This design comes from an exercise in tuning for small area and a short achievable clock period on the open sky130 flow, not from production work. The RTL was checked by simulation tests, not by an equivalence proof against the original design. No driver is modelled on the clock port, so clocking that relies on it looks cheaper here than on a real chip. Power and IR drop assume default switching activity.

## regfile_4r2w
module regfile_4r2w (
  input  logic         clk,
  input  logic         rst,
  input  logic [19:0]  rd_addr,
  output logic [127:0] rd_data,
  input  logic [1:0]   wr_en,
  input  logic [9:0]   wr_addr,
  input  logic [63:0]  wr_data,
  output logic         ready,
  output logic         wr_conflict
);
  regfile_multiport #(
    .DATA_W(32), .ADDR_W(5), .NUM_RD(4), .NUM_WR(2), .ZERO_REG(1)
  ) u_rf (
    .clk(clk), .rst(rst), .rd_addr(rd_addr), .rd_data(rd_data), .wr_en(wr_en),
    .wr_addr(wr_addr), .wr_data(wr_data), .ready(ready), .wr_conflict(wr_conflict)
  );
endmodule
Size in the first run: ~8,100 cells after synthesis, ~230 I/O pins, ~71,000 sq um of cells after synthesis.
clock: 4.0 ns
lec_check: 0
cap_margin: 20
core_margin: 2
core_utilization: 40
gpl_timing_driven: 0
setup_slack_margin: 1.9
slew_margin: 20
synth_hierarchical: 1
standard.sh (not shown) runs the stock make flow with config.mk's settings and CLKGATE_MAP_FILE= SYNTH_SCRIPT=/design/flow/synth_recipe.tcl, a recipe that flattens the netlist after the stock synthesis.
==> flow/flow/run.sh <==
#!/bin/bash
# ORFS layout (the standard.sh) with:
# - every combinational cell set to its smallest drive after floorplan, and
#   the decoder nets that fan out across the array given strong drivers
#   (flow/post_fp.tcl, flow/presize.tcl); timing repair upsizes the rest
#   where paths need it;
# - a structured placement seed (flow/pre_gp.tcl): storage flops in a
#   bit-column x entry-row grid, read-data flops in a band across the middle,
#   ports next to the logic they connect to; global placement places the rest
#   around the fixed flops, which are freed afterwards (flow/post_gp.tcl);
# - plain buffers on the ports (buf_4 on inputs, buf_2 on outputs, the
#   latter added in flow/pre_gp.tcl) instead of the delay cells buffer_ports
#   picks by default;
# - the resizer may change a cell's footprint when sizing it, and sizes with
#   1.5x the platform's wire parasitics estimate (flow/rc.tcl);
# - the synthesis buffers are removed before placement;
# - clock tree of clkbuf_16 without dummy loads, clusters of up to 20
#   flip-flops;
# - if the repair after global routing congests the routing, global routing
#   is redone without it.
set -euo pipefail
here=$(pwd)
args=(
  "BUFFER_PORTS_ARGS=-inputs -buffer_cell sky130_fd_sc_hd__buf_4"
  "MATCH_CELL_FOOTPRINT=0"
  "REMOVE_ABC_BUFFERS=1"
  "CTS_ARGS=-sink_clustering_enable -repair_clock_nets -dont_use_dummy_load -sink_clustering_size 20 -sink_clustering_max_diameter 100 -buf_list sky130_fd_sc_hd__clkbuf_16"
  "POST_FLOORPLAN_TCL=$here/flow/post_fp.tcl"
  "PRE_GLOBAL_PLACE_TCL=$here/flow/pre_gp.tcl"
  "POST_GLOBAL_PLACE_TCL=$here/flow/post_gp.tcl"
  "PRE_RESIZE_TCL=$here/flow/rc.tcl"
  "PRE_CTS_TCL=$here/flow/rc.tcl"
  "PRE_GLOBAL_ROUTE_TCL=$here/flow/rc.tcl"
)
bash standard.sh "${args[@]}" cts > standard_cts.log 2>&1
if ! bash standard.sh "${args[@]}" grt > standard_grt.log 2>&1; then
  bash standard.sh "${args[@]}" "SKIP_INCREMENTAL_REPAIR=1" grt > standard_grt_retry.log 2>&1
fi
bash standard.sh "${args[@]}" finish > standard_finish.log 2>&1
==> flow/flow/presize.tcl <==
# Drive strengths for the nets that fan out across the array (the rest keeps
# the smallest drive; timing repair upsizes where needed): by net name for
# the predecoded address lines, and by fanout for everything else.
namespace eval pl_ps {
  variable rules {
    {g_rd\[\d+\]\.rlo\[\d+\]$}           4
    {g_rd\[\d+\]\.rhi\[\d+\]$}           4
    {g_rd\[\d+\]\.ra_n\[\d+\]$}          2
    {wlo(_n)?\[\d+\]\[\d+\]$}            8
    {whi(_n)?\[\d+\]\[\d+\]$}            4
    {g_wdec\[\d+\]\.wa_n\[\d+\]$}        2
  }
  proc resize {inst drv} {
    set db [ord::get_db]
    set m [[$inst getMaster] getName]
    if {![regexp {^(sky130_fd_sc_hd__[a-z0-9]+)_([0-9]+)$} $m -> base cur]} { return 0 }
    if {[regexp {__(df|conb|buf|clkbuf)} $base]} { return 0 }
    # largest available drive up to the one asked for
    for {set d $drv} {$d >= 1} {incr d -1} {
      set target "${base}_$d"
      if {[$db findMaster $target] ne "NULL"} break
    }
    if {$d <= $cur} { return 0 }
    replace_cell [$inst getName] $target
    return 1
  }
  proc main {} {
    variable rules
    set n 0
    foreach net [[ord::get_db_block] getNets] {
      set nm [string map {\\ {}} [$net getName]]
      set drv ""
      foreach {pat size} $rules {
        if {[regexp $pat $nm]} { set drv $size; break }
      }
      set fo 0
      set d ""
      foreach it [$net getITerms] {
        if {[$it isOutputSignal]} { set d [$it getInst] } elseif {[$it isInputSignal]} { incr fo }
      }
      if {$d eq ""} continue
      if {$drv eq ""} {
        if {$fo >= 40} { set drv 8 } elseif {$fo >= 10} { set drv 4 } else { continue }
      }
      incr n [resize $d $drv]
    }
    puts "presize: resized $n drivers"
  }
}
pl_ps::main
==> flow/flow/rc.tcl <==
# Pessimistic signal wire parasitics for the resizer's estimates: routed
# signal nets in this design extract about 1.5x the capacitance the
# platform's estimate gives. The clock keeps the platform's estimate.
foreach {layer c r} {met1 1.72375E-04 8.929e-04 met2 1.36233E-04 8.929e-04 met3 2.14962E-04 1.567e-04 met4 1.48128E-04 1.567e-04 met5 1.54087E-04 1.781e-05} {
  set_layer_rc -layer $layer -capacitance [expr {$c * 1.5}] -resistance [expr {$r * 1.5}]
}
set_wire_rc -signal -layer met1
set_wire_rc -clock -resistance 1.567e-04 -capacitance 2.14962E-04
Other scripts of this flow, unchanged in this note and not shown: flow/flow/post_fp.tcl, flow/flow/post_gp.tcl, flow/flow/pre_gp.tcl
The starting point completed with no timing, DRC or antenna violations.
Edit:
--- a/flow/flow/run.sh
+++ b/flow/flow/run.sh
@@ -12,11 +12,9 @@
 #   latter added in flow/pre_gp.tcl) instead of the delay cells buffer_ports
 #   picks by default;
-# - the resizer may change a cell's footprint when sizing it, and sizes with
-#   1.5x the platform's wire parasitics estimate (flow/rc.tcl);
+# - the resizer may change a cell's footprint when sizing it;
 # - the synthesis buffers are removed before placement;
 # - clock tree of clkbuf_16 without dummy loads, clusters of up to 20
 #   flip-flops;
-# - if the repair after global routing congests the routing, global routing
-#   is redone without it.
+# - no timing repair after global routing (it congests the routing).
 set -euo pipefail
 here=$(pwd)
@@ -29,11 +27,5 @@
   "PRE_GLOBAL_PLACE_TCL=$here/flow/pre_gp.tcl"
   "POST_GLOBAL_PLACE_TCL=$here/flow/post_gp.tcl"
-  "PRE_RESIZE_TCL=$here/flow/rc.tcl"
-  "PRE_CTS_TCL=$here/flow/rc.tcl"
-  "PRE_GLOBAL_ROUTE_TCL=$here/flow/rc.tcl"
 )
 bash standard.sh "${args[@]}" cts > standard_cts.log 2>&1
-if ! bash standard.sh "${args[@]}" grt > standard_grt.log 2>&1; then
-  bash standard.sh "${args[@]}" "SKIP_INCREMENTAL_REPAIR=1" grt > standard_grt_retry.log 2>&1
-fi
-bash standard.sh "${args[@]}" finish > standard_finish.log 2>&1
+bash standard.sh "${args[@]}" "SKIP_INCREMENTAL_REPAIR=1" finish > standard_finish.log 2>&1
--- a/flow/flow/presize.tcl
+++ b/flow/flow/presize.tcl
@@ -4,4 +4,5 @@
 namespace eval pl_ps {
   variable rules {
+    {g_rd\[\d+\]\.quad\[\d+\]$}           2
     {g_rd\[\d+\]\.rlo\[\d+\]$}           4
     {g_rd\[\d+\]\.rhi\[\d+\]$}           4
removed: flow/flow/rc.tcl
Result:
- The new run completed without violations
- design area falls by about 1.2%
- worst hold slack degrades by 0.014 ns
- setup slack is worse by 0.16 ns
- clock skew went up by 0.0096 ns
- clock power is about the same
- wire length rises by about 3.4%
Edit:
--- a/flow/flow/run.sh
+++ b/flow/flow/run.sh
@@ -12,5 +12,6 @@
 #   latter added in flow/pre_gp.tcl) instead of the delay cells buffer_ports
 #   picks by default;
-# - the resizer may change a cell's footprint when sizing it;
+# - the resizer may change a cell's footprint when sizing it, and sizes with
+#   1.5x the platform's wire parasitics estimate (flow/rc.tcl);
 # - the synthesis buffers are removed before placement;
 # - clock tree of clkbuf_16 without dummy loads, clusters of up to 20
@@ -27,4 +28,6 @@
   "PRE_GLOBAL_PLACE_TCL=$here/flow/pre_gp.tcl"
   "POST_GLOBAL_PLACE_TCL=$here/flow/post_gp.tcl"
+  "PRE_RESIZE_TCL=$here/flow/rc.tcl"
+  "PRE_CTS_TCL=$here/flow/rc.tcl"
 )
 bash standard.sh "${args[@]}" cts > standard_cts.log 2>&1
==> flow/flow/rc.tcl (new file) <==
# Pessimistic signal wire parasitics for the resizer's estimates: routed
# signal nets in this design extract about 1.25x the capacitance the
# platform estimate gives. The clock keeps the platform's estimate.
foreach {layer c r} {met1 1.72375E-04 8.929e-04 met2 1.36233E-04 8.929e-04 met3 2.14962E-04 1.567e-04 met4 1.48128E-04 1.567e-04 met5 1.54087E-04 1.781e-05} {
  set_layer_rc -layer $layer -capacitance [expr {$c * 1.25}] -resistance [expr {$r * 1.25}]
}
set_wire_rc -signal -layer met1
set_wire_rc -clock -resistance 1.567e-04 -capacitance 2.14962E-04
The new run went through all stages and came out clean.
Final cell count hardly moves.
Worst hold slack improved by 0.034 ns.
Setup slack gains 0.20 ns.
Cell area rose by 2.0%.
Via count goes up by 0.43%.
Routed wire length rises by 1.2%.
Sequential share of layout area shrinks by 0.66 points.
Die area stays the same.
Critical path depth falls by 3.
Flip-flop and latch count stays the same.
Synthesized area stays the same.

-- re-timing with driven ports --
The flow's constraints put no driver on any port. The routed layouts listed below were extracted and timed again, unchanged, in two steps.
Step 1: set_driving_cell puts a clkbuf_16 on clk and a buf_2 on each other input, an assumption about the parent block.
Step 2 adds t to the input delays and takes it off the output delays; t is the mean of the earliest and latest rising clock arrival at the registers after step 1. Input paths then give back, and output paths get back, about the clock's delay inside the block.
Three values: ideal ports, drivers, drivers and shift; two values: the first two.
run | t (ns) | setup slack, ns | worst data-port slew with drivers (ns)
the first run | 0.786 | 1.650 / 1.692 / 0.906 | 0.06
the second run | 0.802 | 1.492 / 1.534 / 0.732 | 0.04
the third run | 0.766 | 1.693 / 1.744 / 0.982 | 0.05
After both steps every run listed still meets setup and hold. The setup slack of the second run, which loses most, moves by +0.042 ns with the drivers and by -0.760 ns with both steps.
